Source: an optimization exercise on an open RTL-to-GDS flow (aim: small area and a short achievable clock period). Production flows keep margins and buffers that such runs may drop. The RTL was checked by simulation tests, not by an equivalence proof against the original design. Power figures rest on the tool's default switching activity, not on a simulated workload.

== nickel ==
// ternary_matmul_top
module ternary_matmul_top (
    input  logic       clk,
    input  logic       reset,
    input  logic [7:0] weights_in,
    input  logic [7:0] activations_in,
    input  logic       compute,
    output logic [7:0] result_out
);
export LEC_CHECK = 0
export CAP_MARGIN = 20
export CORE_MARGIN = 2
export CORE_UTILIZATION = 60
export CTS_CLUSTER_DIAMETER = 100
export CTS_CLUSTER_SIZE = 30
export PLACE_DENSITY = 0.75
export SLEW_MARGIN = 20
create_clock -name core_clock -period 14.0 [get_ports {clk}]
standard.sh (not shown) runs the stock make flow with config.mk's settings and CLKGATE_MAP_FILE= SYNTH_SCRIPT=/design/flow/synth_recipe.tcl, a recipe that flattens the netlist after the stock synthesis.
==> flow/flow/run.sh <==
#!/bin/bash
# Own layout flow: the standard steps (standard.sh), except that
#  - synthesis leaves out Yosys's full-adder extraction (ADDER_MAP_FILE
#    empty) and maps with flow/abc_area.script, a delay-targeted ABC
#    mapping with area recovery, in place of ORFS's ABC script
#    (flow/synth.tcl swaps the script; the registers are unchanged);
#  - ports are buffered with buf_4 cells and timing repair aims for a
#    larger setup margin.
# Each step's full output goes to its own log file here.
set -euo pipefail
export MY_ABC_SCRIPT=$PWD/flow/abc_area.script
bash standard.sh ADDER_MAP_FILE= SYNTH_SCRIPT=$PWD/flow/synth.tcl synth > synth.log 2>&1
bash standard.sh SETUP_SLACK_MARGIN=10 "BUFFER_PORTS_ARGS=-buffer_cell sky130_fd_sc_hd__buf_4" finish > layout.log 2>&1
==> flow/flow/abc_area.script <==
strash
dc2
dch
map -D 2250
topo
stime
==> flow/flow/synth.tcl <==
# The standard flow's synthesis script with ABC's mapping script replaced by the one
# named in MY_ABC_SCRIPT; everything else, registers included, is as in
# the standard synthesis.
proc synth {args} { yosys synth -nofsm -noshare {*}$args }
proc my_abc_args {name1 name2 op} {
  set i [lsearch -exact $::abc_args -script]
  if {$i >= 0 && [lindex $::abc_args [expr {$i + 1}]] ne $::env(MY_ABC_SCRIPT)} {
    set ::abc_args [lreplace $::abc_args [expr {$i + 1}] [expr {$i + 1}] $::env(MY_ABC_SCRIPT)]
  }
}
trace add variable ::abc_args write my_abc_args
source $::env(SCRIPTS_DIR)/synth.tcl
# left out here: clear keep_hierarchy, flatten, clean up, hide names made inside functions, write 1_2_yosys.v
## Diff of input files: ember against nickel
- CORE_UTILIZATION changed from 60 to 40
- PLACE_DENSITY removed (was 0.75)
==> flow/flow/abc_area.script <==
strash
dch
map -D 2000
topo
stime
==> results.txt <==
- Number of distinct library cell variants in the gate-level netlist after synthesis of ember falls short of that of nickel by a few percent.
- Share of final layout cell area taken by non-clock buffers is higher on nickel
- Compared with nickel, ember shows via count higher by about 3.8%.
- Comparing ember and nickel, the higher worst hold slack is on nickel.
Input-level comparison between violet and ember:
- CTS_CLUSTER_SIZE: 30 -> 25
- CORE_UTILIZATION: 40 -> 60
==> flow/flow/abc_area.script <==
strash
dc2
dch
map -D 2250
topo
stime
No stage failed in violet, and the final checks on the layout all came back clean.
violet vs ember: first-pass GRT wire length down
Looking at worst hold slack across all endpoints across both flows, violet is the stronger of the two, with ember trailing.
ember → violet: power spent charging and discharging nets now smaller, met3 track utilization from global routing higher.
violet ends up with lower post-layout instance area than ember does.
The pin count of the biggest net entering global routing of violet falls short of that of ember by 79.
In violet, the area of the mapped netlist came out 510 um^2 below the value in ember.
The inputs of zinc differ from those of violet as listed below.
- swapping 25 for 30 in CTS_CLUSTER_SIZE
- swapping 60 for 40 in CORE_UTILIZATION
Notes after the runs:
[zinc] clock transition time at the flip-flop clock pins of the worst setup and hold paths rose 20 ps relative to violet. [compare] base=violet new=zinc: cell count picked up an extra 218, filler cell count in the final layout rose 2026, clock period minus worst slack now smaller.

-- separate check: timing with driven ports --
The results above use ideal ports. As a check the final layouts listed here were re-extracted and re-timed, cells and wires unchanged.
Step 1 (the two cells are an assumption about what drives the block):
set clk [get_ports {clk}]
set_driving_cell -lib_cell sky130_fd_sc_hd__clkbuf_16 $clk
set_driving_cell -lib_cell sky130_fd_sc_hd__buf_2 [delete_from_list [all_inputs] $clk]
Step 2 also shifts input and output timing later by t, the mid clock arrival at the registers, as if the neighbouring blocks saw the same clock.
Slacks: no drivers / after step 1 / after step 2; pairs: no drivers / after step 1.
run	t, ns	setup WS [ns]	worst data-port slew with drivers (ns)
nickel	0.584	10.183 / 10.135 / 9.626	0.04
ember	0.607	10.166 / 10.116 / 9.601	0.07
violet	0.615	10.162 / 10.108 / 9.625	0.03
zinc	0.621	10.174 / 10.113 / 9.696	0.07
After both steps every run listed still meets setup and hold. The setup slack of ember, which loses most, moves by -0.050 ns with the drivers and by -0.565 ns with both steps.
